Context: an optimization exercise on an open-source flow, tuned for small area, a short achievable clock period and few clock cycles per item. The choices shown serve that exercise and are no tape-out recipe.
Function was checked by simulation only, so behaviour that the tests miss may differ from the original.
Power and IR drop assume default switching activity.

==> design.v <==
`default_nettype none
package ffa_pkg;
  localparam int MAX_EXTENTS_DEF = 64;
  localparam logic [1:0] MODE_ALLOC   = 2'd0;
  localparam logic [1:0] MODE_FREE    = 2'd1;
  localparam logic [1:0] MODE_RESERVE = 2'd2;
  localparam logic [1:0] MODE_CLEAR   = 2'd3;
  localparam logic [3:0] ST_OK      = 4'd0;
  localparam logic [3:0] ST_LIMIT   = 4'd1;
  localparam logic [3:0] ST_NOFIT   = 4'd2;
  localparam logic [3:0] ST_HEADER  = 4'd3;
  localparam logic [3:0] ST_TRAIL   = 4'd4;
  localparam logic [3:0] ST_LEAD    = 4'd5;
  localparam logic [3:0] ST_BEFORE  = 4'd6;
  localparam logic [3:0] ST_UNAVAIL = 4'd7;
  localparam logic [3:0] ST_FULL    = 4'd8;
  localparam logic [31:0] OFFSET_LIMIT = 32'h0100_0000;
  localparam logic [31:0] TOP_SECTOR   = 32'hFFFF_FFFF;
  localparam logic [7:0]  HDR_RESET    = 8'd16;
  typedef struct packed {
    logic [31:0] start;
    logic [31:0] len;
  } entry_t;
  typedef struct packed {
    logic accept;
    logic init;
    logic found;
    logic advance;
    logic apply;
    logic read_up;
    logic read_dn;
    logic rem_step;
    logic rem_done;
    logic ins_step;
    logic ins_final;
    logic load_out;
  } cmd_t;
  typedef struct packed {
    logic req_clear;
    logic req_zero;
    logic at_end;
    logic hit;
    logic plan_rem;
    logic plan_ins;
    logic rem_last;
    logic ins_here;
  } sts_t;
endpackage
`default_nettype wire
`default_nettype none
import ffa_pkg::*;
module ffa_ctrl (
  input  wire          clk,
  input  wire          rst,
  input  wire          in_valid,
  output logic         in_ready,
  input  wire          out_ready,
  output logic         out_valid,
  input  ffa_pkg::sts_t sts,
  output ffa_pkg::cmd_t cmd
);
  localparam logic [3:0] S_INIT    = 4'd0;
  localparam logic [3:0] S_IDLE    = 4'd1;
  localparam logic [3:0] S_CLR     = 4'd2;
  localparam logic [3:0] S_SCAN    = 4'd3;
  localparam logic [3:0] S_EVAL    = 4'd4;
  localparam logic [3:0] S_RESOLVE = 4'd5;
  localparam logic [3:0] S_REM     = 4'd6;
  localparam logic [3:0] S_REMW    = 4'd7;
  localparam logic [3:0] S_INS     = 4'd8;
  localparam logic [3:0] S_INSW    = 4'd9;
  localparam logic [3:0] S_DONE    = 4'd10;
  logic [3:0] state, state_next;
  assign in_ready = (state == S_IDLE);
  always_comb begin
    cmd = '0;
    state_next = state;
    unique case (state)
      S_INIT: begin
        cmd.init = 1'b1;
        state_next = S_IDLE;
      end
      S_IDLE: begin
        if (in_valid) begin
          cmd.accept = 1'b1;
          if (sts.req_clear) state_next = S_CLR;
          else if (sts.req_zero) state_next = S_DONE;
          else state_next = S_SCAN;
        end
      end
      S_CLR: begin
        cmd.init = 1'b1;
        state_next = S_DONE;
      end
      S_SCAN: begin
        state_next = sts.at_end ? S_RESOLVE : S_EVAL;
      end
      S_EVAL: begin
        if (sts.hit) begin
          cmd.found = 1'b1;
          state_next = S_RESOLVE;
        end else begin
          cmd.advance = 1'b1;
          state_next = S_SCAN;
        end
      end
      S_RESOLVE: begin
        cmd.apply = 1'b1;
        if (sts.plan_rem) state_next = S_REM;
        else if (sts.plan_ins) state_next = S_INS;
        else state_next = S_DONE;
      end
      S_REM: begin
        if (sts.rem_last) begin
          cmd.rem_done = 1'b1;
          state_next = S_DONE;
        end else begin
          cmd.read_up = 1'b1;
          state_next = S_REMW;
        end
      end
      S_REMW: begin
        cmd.rem_step = 1'b1;
        state_next = S_REM;
      end
      S_INS: begin
        if (sts.ins_here) begin
          cmd.ins_final = 1'b1;
          state_next = S_DONE;
        end else begin
          cmd.read_dn = 1'b1;
          state_next = S_INSW;
        end
      end
      S_INSW: begin
        cmd.ins_step = 1'b1;
        state_next = S_INS;
      end
      S_DONE: begin
        if (!out_valid || out_ready) begin
          cmd.load_out = 1'b1;
          state_next = S_IDLE;
        end
      end
      default: state_next = S_INIT;
    endcase
  end
  always_ff @(posedge clk) begin
    if (rst) begin
      state <= S_INIT;
      out_valid <= 1'b0;
    end else begin
      state <= state_next;
      if (cmd.load_out) out_valid <= 1'b1;
      else if (out_ready) out_valid <= 1'b0;
    end
  end
endmodule
`default_nettype wire
`default_nettype none
import ffa_pkg::*;
module ffa_datapath #(
  parameter int MAX_EXTENTS = ffa_pkg::MAX_EXTENTS_DEF
) (
  input  wire          clk,
  input  wire          rst,
  input  wire          cfg_we,
  input  wire  [7:0]   cfg_wdata,
  input  wire  [1:0]   in_mode,
  input  wire  [23:0]  in_offset,
  input  wire  [7:0]   in_count,
  input  ffa_pkg::cmd_t cmd,
  output ffa_pkg::sts_t sts,
  output logic [3:0]   status,
  output logic [23:0]  result_offset
);
  localparam int AW = (MAX_EXTENTS > 1) ? $clog2(MAX_EXTENTS) : 1;
  localparam int IW = $clog2(MAX_EXTENTS + 1);
  logic [63:0] mem [0:MAX_EXTENTS-1];
  ffa_pkg::entry_t rd_q;
  logic            wr_en;
  logic [AW-1:0]   wr_addr, rd_addr;
  ffa_pkg::entry_t          wr_data;
  logic [7:0]   hdr;
  logic [1:0]   mode_q;
  logic [23:0]  off_q;
  logic [7:0]   cnt_q;
  logic [IW-1:0] idx, total, pos;
  ffa_pkg::entry_t       prv, nxt, ins_d;
  logic         has_next;
  logic [3:0]   st_q;
  logic [23:0]  res_q;
  logic [31:0]  off32, c32;
  logic [32:0]  end33, prv_end;
  logic [IW-1:0] idx_up, idx_dn;
  logic [IW:0]  idx_up_w;
  logic         table_full;
  logic [3:0]    p_st;
  logic [23:0]   p_res;
  logic          p_wr, p_rem, p_ins;
  logic [AW-1:0] p_wa;
  ffa_pkg::entry_t        p_wd, p_ind;
  logic [IW-1:0] p_pos;
  assign off32      = {8'd0, off_q};
  assign c32        = {24'd0, cnt_q};
  assign end33      = {1'b0, off32} + {1'b0, c32};
  assign prv_end    = {1'b0, prv.start} + {1'b0, prv.len};
  assign idx_up     = idx + IW'(1);
  assign idx_dn     = idx - IW'(1);
  assign idx_up_w   = {1'b0, idx} + {{IW{1'b0}}, 1'b1};
  assign table_full = (total >= IW'(MAX_EXTENTS));
  always_comb begin
    p_st  = ST_OK;
    p_res = '0;
    p_wr  = 1'b0;
    p_rem = 1'b0;
    p_ins = 1'b0;
    p_wa  = idx[AW-1:0];
    p_wd  = nxt;
    p_ind = nxt;
    p_pos = idx;
    case (mode_q)
      MODE_ALLOC: begin
        if (!has_next) begin
          p_st = ST_NOFIT;
        end else if (nxt.start >= OFFSET_LIMIT) begin
          p_st = ST_LIMIT;
        end else begin
          p_res = nxt.start[23:0];
          if (nxt.len > c32) begin
            p_wr = 1'b1;
            p_wd.start = nxt.start + c32;
            p_wd.len   = nxt.len - c32;
          end else begin
            p_rem = 1'b1;
          end
        end
      end
      MODE_FREE: begin
        if (off32 < {24'd0, hdr}) begin
          p_st = ST_HEADER;
        end else if (has_next && (end33 > {1'b0, nxt.start})) begin
          p_st = ST_TRAIL;
        end else if ((idx != '0) && (prv_end > {1'b0, off32})) begin
          p_st = ST_LEAD;
        end else if (has_next && (end33 == {1'b0, nxt.start})) begin
          if ((idx != '0) && (prv_end == {1'b0, off32})) begin
            p_wr = 1'b1;
            p_wa = idx_dn[AW-1:0];
            p_wd.start = prv.start;
            p_wd.len   = prv.len + c32 + nxt.len;
            p_rem = 1'b1;
          end else begin
            p_wr = 1'b1;
            p_wd.start = off32;
            p_wd.len   = nxt.len + c32;
          end
        end else if ((idx != '0) && (prv_end == {1'b0, off32})) begin
          p_wr = 1'b1;
          p_wa = idx_dn[AW-1:0];
          p_wd.start = prv.start;
          p_wd.len   = prv.len + c32;
        end else if (table_full) begin
          p_st = ST_FULL;
        end else begin
          p_ins = 1'b1;
          p_ind.start = off32;
          p_ind.len   = c32;
        end
      end
      default: begin
        p_wa = idx_dn[AW-1:0];
        p_wd.start = prv.start;
        p_wd.len   = off32 - prv.start;
        if (idx == '0) begin
          p_st = ST_BEFORE;
        end else if (prv.start == off32) begin
          if (prv.len > c32) begin
            p_wr = 1'b1;
            p_wd.start = off32 + c32;
            p_wd.len   = prv.len - c32;
          end else if (prv.len < c32) begin
            p_st = ST_UNAVAIL;
          end else begin
            p_rem = 1'b1;
            p_pos = idx_dn;
          end
        end else if (prv_end < end33) begin
          p_st = ST_UNAVAIL;
        end else if (prv_end > end33) begin
          if (table_full) begin
            p_st = ST_FULL;
          end else begin
            p_wr = 1'b1;
            p_ins = 1'b1;
            p_ind.start = end33[31:0];
            p_ind.len   = prv_end[31:0] - end33[31:0];
          end
        end else begin
          p_wr = 1'b1;
        end
      end
    endcase
  end
  always_comb begin
    sts.req_clear = (in_mode == MODE_CLEAR);
    sts.req_zero  = (in_count == 8'd0);
    sts.at_end    = (idx == total);
    sts.hit       = (mode_q == MODE_ALLOC) ? (rd_q.len >= c32) : (rd_q.start > off32);
    sts.plan_rem  = p_rem;
    sts.plan_ins  = p_ins;
    sts.rem_last  = (idx_up_w >= {1'b0, total});
    sts.ins_here  = (idx == pos);
  end
  always_comb begin
    wr_en   = 1'b0;
    wr_addr = idx[AW-1:0];
    wr_data = rd_q;
    if (cmd.init) begin
      wr_en = 1'b1;
      wr_addr = '0;
      wr_data.start = {24'd0, hdr};
      wr_data.len   = TOP_SECTOR - {24'd0, hdr};
    end else if (cmd.apply) begin
      wr_en = p_wr;
      wr_addr = p_wa;
      wr_data = p_wd;
    end else if (cmd.rem_step || cmd.ins_step) begin
      wr_en = 1'b1;
    end else if (cmd.ins_final) begin
      wr_en = 1'b1;
      wr_addr = pos[AW-1:0];
      wr_data = ins_d;
    end
  end
  always_comb begin
    if (cmd.read_up) rd_addr = idx_up[AW-1:0];
    else if (cmd.read_dn) rd_addr = idx_dn[AW-1:0];
    else rd_addr = idx[AW-1:0];
  end
  always_ff @(posedge clk) begin
    if (wr_en) mem[wr_addr] <= wr_data;
    rd_q <= mem[rd_addr];
  end
  always_ff @(posedge clk) begin
    if (rst) begin
      hdr <= HDR_RESET;
      total <= IW'(1);
      idx <= '0;
      has_next <= 1'b0;
    end else begin
      if (cfg_we) hdr <= cfg_wdata;
      if (cmd.accept) begin
        idx <= '0;
        has_next <= 1'b0;
      end
      if (cmd.init) total <= IW'(1);
      if (cmd.found) has_next <= 1'b1;
      if (cmd.advance || cmd.rem_step) idx <= idx_up;
      if (cmd.ins_step) idx <= idx_dn;
      if (cmd.apply) idx <= p_rem ? p_pos : total;
      if (cmd.rem_done) total <= total - IW'(1);
      if (cmd.ins_final) total <= total + IW'(1);
    end
  end
  always_ff @(posedge clk) begin
    if (cmd.accept) begin
      mode_q <= in_mode;
      off_q  <= in_offset;
      cnt_q  <= in_count;
      st_q   <= ST_OK;
      res_q  <= '0;
    end
    if (cmd.found) nxt <= rd_q;
    if (cmd.advance) prv <= rd_q;
    if (cmd.apply) begin
      st_q  <= p_st;
      res_q <= p_res;
      pos   <= p_pos;
      ins_d <= p_ind;
    end
    if (cmd.load_out) begin
      status <= st_q;
      result_offset <= res_q;
    end
  end
endmodule
`default_nettype wire
`default_nettype none
import ffa_pkg::*;
module first_fit_extent_allocator_core #(
  parameter int MAX_EXTENTS = ffa_pkg::MAX_EXTENTS_DEF
) (
  input  wire        clk,
  input  wire        rst,
  input  wire        cfg_we,
  input  wire  [7:0] cfg_wdata,
  input  wire        req_valid,
  output wire        req_ready,
  input  wire  [1:0] req_mode,
  input  wire [23:0] req_offset,
  input  wire  [7:0] req_count,
  output wire        rsp_valid,
  input  wire        rsp_ready,
  output wire  [3:0] rsp_status,
  output wire [23:0] rsp_result_offset
);
  ffa_pkg::cmd_t cmd;
  ffa_pkg::sts_t sts;
  ffa_ctrl u_ctrl (
    .clk       (clk),
    .rst       (rst),
    .in_valid  (req_valid),
    .in_ready  (req_ready),
    .out_ready (rsp_ready),
    .out_valid (rsp_valid),
    .sts       (sts),
    .cmd       (cmd)
  );
  ffa_datapath #(.MAX_EXTENTS(MAX_EXTENTS)) u_dp (
    .clk           (clk),
    .rst           (rst),
    .cfg_we        (cfg_we),
    .cfg_wdata     (cfg_wdata),
    .in_mode       (req_mode),
    .in_offset     (req_offset),
    .in_count      (req_count),
    .cmd           (cmd),
    .sts           (sts),
    .status        (rsp_status),
    .result_offset (rsp_result_offset)
  );
endmodule
`default_nettype wire
==> run.sh <==
#!/bin/bash
# synth_recipe.tcl (not shown) runs the flow's synth.tcl, then flattens the netlist and writes it again
# the make line also repeats each setting of config.mk as NAME=value (left out here)
make -C /OpenROAD-flow-scripts/flow DESIGN_CONFIG=/design/flow/config.mk WORK_HOME=/design/flow/orfs CLKGATE_MAP_FILE= SYNTH_SCRIPT=/design/flow/synth_recipe.tcl finish
==> config.mk <==
export PLATFORM = sky130hd
export DESIGN_NAME = first_fit_extent_allocator_core
export DESIGN_NICKNAME = first_fit_extent_allocator_core
export VERILOG_FILES = /design/flow/design.v
export SDC_FILE = /design/flow/constraint.sdc
export NUM_CORES = 4
export LEC_CHECK = 0
export CAP_MARGIN = 20
export CORE_MARGIN = 2
export CORE_UTILIZATION = 40
export SLEW_MARGIN = 20
export SYNTH_MEMORY_MAX_BITS = 8192
==> constraint.sdc <==
create_clock -name core_clock -period 11.0 [get_ports {clk}]
set_input_delay 2.2000 -clock core_clock [delete_from_list [all_inputs] [get_ports {clk}]]
set_output_delay 2.2000 -clock core_clock [all_outputs]
set_load 0.01 [all_outputs]
==> impl_metrics.yaml <==
status:
  outcome: "no timing/DRC/antenna violations"
pwr:
  power_density_nw_per_um2: 257
  peakVddDrop_mv: 0.195
  power_mw: 54.5
  p_leak_nw: 68.5
job:
  drv_cap: 0
floorplan:
  core.rowCount: 250
  die_x_microns: 685
  fp.dieArea_sq_um: 469000
  initial_core_util_pct: 40.1
  die_y_microns: 685
  io_pins: 77
  core_area_sq_um: 463000
clock_tree:
  clk_path_buf_depth: 4
  cts-root-buf: "clkbuf_16"
  htreeDepth: 5
  clock_latency_ns: 1.06
  cts_tree: "built"
  cts-hold-fix-buffers: 0
  clk_pin_slew_ns: 0.06
  cts_buffers: 435
  cts_sinks: 4477
setup_path:
  r2r_start: "u_dp.prv[1]$_DFFE_PP_"
  cp-startpoint: "u_dp.prv[1]$_DFFE_PP_"
  critPathKind: "reg -> reg"
  cp-start-kind: "flop"
  ff2ff_setup_slack_ns: 0.66
  cp_max_fo: 34
  crit_top_cell: "a21oi_1"
  critPathMaxStageDelay_ns: 0.55
  cp-endpoint: "u_dp.mem[35][27]$_DFFE_PP_"
  crit_arrival_ns: 11.10
  r2r-end: "u_dp.mem[35][27]$_DFFE_PP_"
  critPathCaptureType: "flop"
  crit_slowest_cell: "a2111oi_4"
  cp.required_ns: 11.76
  reg2reg_depth: 37
placed_design:
  gp_congestion: 0.958
  hpwlAfterDp_mm: 368
  place_ws_ns: 0.472
  placed_cell_area_sq_um: 198000
  portBuffers: 76
sta:
  worst_slack_ns: 0.658
  fin_crit_ns: 10.34
  fin_setup_tns_ns: 0
  maxSlewHeadroom_pct: 13.7
  period_share_pct: 94.0
  finalHoldViolCount: 0
  slew_violations: 0
  max_freq_mhz: 96.7
  fin_skew_ns: 0.0878
  rsz0062_at_grt: "no"
  worst_pin_slew_ns: 1.29
  setup_viol_count_final: 0
logic_synthesis:
  yosysTopAreaCell: "edfxtp_1"
  yosysMostFrequentCell: "edfxtp_1"
  yosysWarnings: 2
  syn-num-nets: 10800
  synthCells: 10400
  synth.area.top_cells: "edfxtp_1 71%, mux4_2 12%, ha_1 1.7%"
  netlist.area_leader.share_pct: 71.0
  syn-cell-area_sq_um: 186000
  async_reset_ff_share_pct: 0
  yosysUniqueCellTypes: 106
  synth_edf_count: 4385
  ys_seq_elements: 4477
  synth_ff_type: "edfxtp_1"
  synthTopCellsByCount: "4385 x edfxtp_1, 960 x mux4_2, 745 x nand2_1, 504 x nor2_1, 377 x clkbuf_1"
  syn_area_per_cell_sq_um: 17.8
  synth-seq-area-share_pct: 71.9
global_route:
  grt_usage_pct: 26.2
  grt-ovfl-total: 0
  grt_pass1_vias: 106000
  grt_max_degree: 97
  antenna_found_initial: 38
  grt_pass1_wl_mm: 864
cells_and_area:
  drive_above_1_share_pct: 20.2
  finalInstanceArea_sq_um: 212000
  nets: 11100
  syn2layout_area_growth_pct: 14.2
detailed_routing:
  drtIter0Drc: 15500
  drcViolationCount: 0
  drt-vias-per-instance: 6.30
  dr.pass1.iters: 8
  via_count: 109000
  ant_nets: 0
  wl_per_cell_microns: 36.4
  routed_wl_mm: 630
hold_path:
  min_path_type: "reg -> reg"
## power by group
part           leakage [nW]  internal, mW  total (mW)  switching [mW]
sequential             40.2          22.1        22.7           0.571
clock                  6.97          8.57        15.1            6.58
combinational          21.4          5.14        16.7            11.5
## sequential cells by signal (all words and copies together) (netlist names)
| register | flops |
|---|---|
| u_dp.cnt_q | 8 |
| u_ctrl.out_valid | 1 |
| u_dp.res_q | 24 |
| u_dp.has_next | 1 |
| u_dp.mode_q | 2 |
| u_dp.status | 4 |
| u_dp.hdr | 8 |
| u_dp.prv | 64 |
| u_dp.pos | 7 |
| u_dp.ins_d | 64 |
| u_dp.rd_q | 64 |
| u_dp.mem | 4096 |
| u_dp.result_offset | 24 |
| u_dp.st_q | 4 |
| u_dp.off_q | 24 |
| u_ctrl.state | 4 |
| u_dp.total | 7 |
| u_dp.nxt | 64 |
| u_dp.idx | 7 |
## per-stage QoR
stage | hold WS [ns] | utilization [%] | std cells
2_1_floorplan | 0.400 | - | 10400
3_3_place_gp | 0.402 | 42.6 | 16500
3_5_place_dp | 0.405 | 42.7 | 16500
4_1_cts | 0.409 | 45.8 | 17300
5_1_grt | 0.414 | 45.8 | 17300
6_report | 0.405 | 45.8 | 17300
## area by class of cell
| cell class | instances | area (sq um) |
|---|---|---|
| flip-flops and latches | 4477 | 134000 |
| inverters | 202 | 761 |
| clock inverters | 263 | 2780 |
| repair buffers | 472 | 5110 |
| well taps | 6174 | 7720 |
| clock buffers | 537 | 11500 |
| multi-input cells | 5186 | 50500 |
| fillers | 39100 | 251000 |
| diodes | 9 | 22.5 |
## cell usage in the layout (no fill, tap or decap), types with 27 or more instances in the layout
master,count
a211oi_1,27
a21o_1,101
a21oi_1,309
a221oi_1,31
a222oi_1,128
a22oi_1,49
a31oi_1,39
a32oi_1,101
and3_1,32
buf_12,102
buf_4,287
bufinv_16,47
clkbuf_1,81
clkbuf_16,440
clkdlybuf4s50_1,76
clkinv_1,75
clkinv_2,84
dfxtp_1,92
edfxtp_1,4385
ha_1,254
inv_1,198
mux2i_1,188
mux4_2,960
nand2_1,739
nand2b_1,47
nand3_1,317
nand4_1,53
nor2_1,429
nor2_4,71
nor2b_1,32
nor3_1,124
nor4_1,33
o211ai_1,65
o21ai_0,241
o221ai_1,61
o32a_1,31
or2_2,29
or3_1,28
xnor2_1,143
xor2_1,93
## cells by family (layout without fill, tap and decap cells)
logic type	after synthesis	after routing	share of synthesized area (%)
flops	4477	4477	71.9
buf+inv	785	1474	1.70
mux	1153	1153	12.7
fa+ha+maj	263	263	1.81
simple gates	2041	2041	5.00
other cells	0	9	0
compound gates	1486	1487	5.69
xor+xnor	242	242	1.15
## layer usage
metal,vias up,global-route usage [%],part of all wire [%]
li1,43200,-,-
met1,58000,36.7,39
met2,6829,41.2,46
met3,1107,5.02,10
met4,14,9.03,3.9
met5,-,0,0.014
## timing repair
item / CTS / global route
setup buffers: 0 / 0
endpoints found under the hold margin: 0 / 0
resized for setup: 0 / 2
setup endpoints to repair: 0 / 103
## how the worst min path moves through the flow
stage,slack (ns),to,cells after the start,start
CTS,0.41,u_dp.result_offset[10]$_DFFE_PP_,0,u_dp.res_q[10]$_SDFFCE_PP0P_
floorplan,0.40,u_dp.result_offset[0]$_DFFE_PP_,0,u_dp.res_q[0]$_SDFFCE_PP0P_
finish,0.40,u_dp.result_offset[10]$_DFFE_PP_,0,u_dp.res_q[10]$_SDFFCE_PP0P_
global route,0.41,u_dp.result_offset[10]$_DFFE_PP_,0,u_dp.res_q[10]$_SDFFCE_PP0P_
global placement,0.40,u_dp.result_offset[6]$_DFFE_PP_,0,u_dp.res_q[6]$_SDFFCE_PP0P_
detailed placement,0.40,u_dp.result_offset[6]$_DFFE_PP_,0,u_dp.res_q[6]$_SDFFCE_PP0P_
## worst max-delay path: cells and delay by family, from the launching register on
| family | cells | cell delay, ns |
|---|---|---|
| AO/OA/AOI/OAI | 21 | 5.52 |
| AND/OR/NAND/NOR | 7 | 1.45 |
| buffers and inverters | 4 | 1.14 |
| adder cells (fa/ha/maj) | 3 | 1.03 |
| flip-flops | 1 | 0.50 |
| XOR/XNOR | 2 | 0.37 |
Testbench counts, summed over its fixed seeds: cycles 575,298, items 9,600.

==> port drivers added, routing unchanged <==
In the flow no input, the clock included, has a driving cell. The finished layout below was timed again as built, in two steps. Step 1, drivers: a clkbuf_16 drives clk and a buf_2 each remaining input, both assumed. Step 2 times the ports against the registers' clock, not the clock port: input delays grow and output delays shrink by t, the midpoint of the rising clock arrivals with the driver on. Three values: ideal, step 1, step 2; two values: the first two.
t (ns): 1.133
setup WS [ns]: 0.658 / 0.658 / 0.658
hold slack, ns: 0.405 / 0.405 / 0.405
worst setup path at the end: register to register
After both steps setup and hold are still met in this run. The setup slack of this run moves by 0.000 ns with the drivers and by 0.000 ns with both steps.
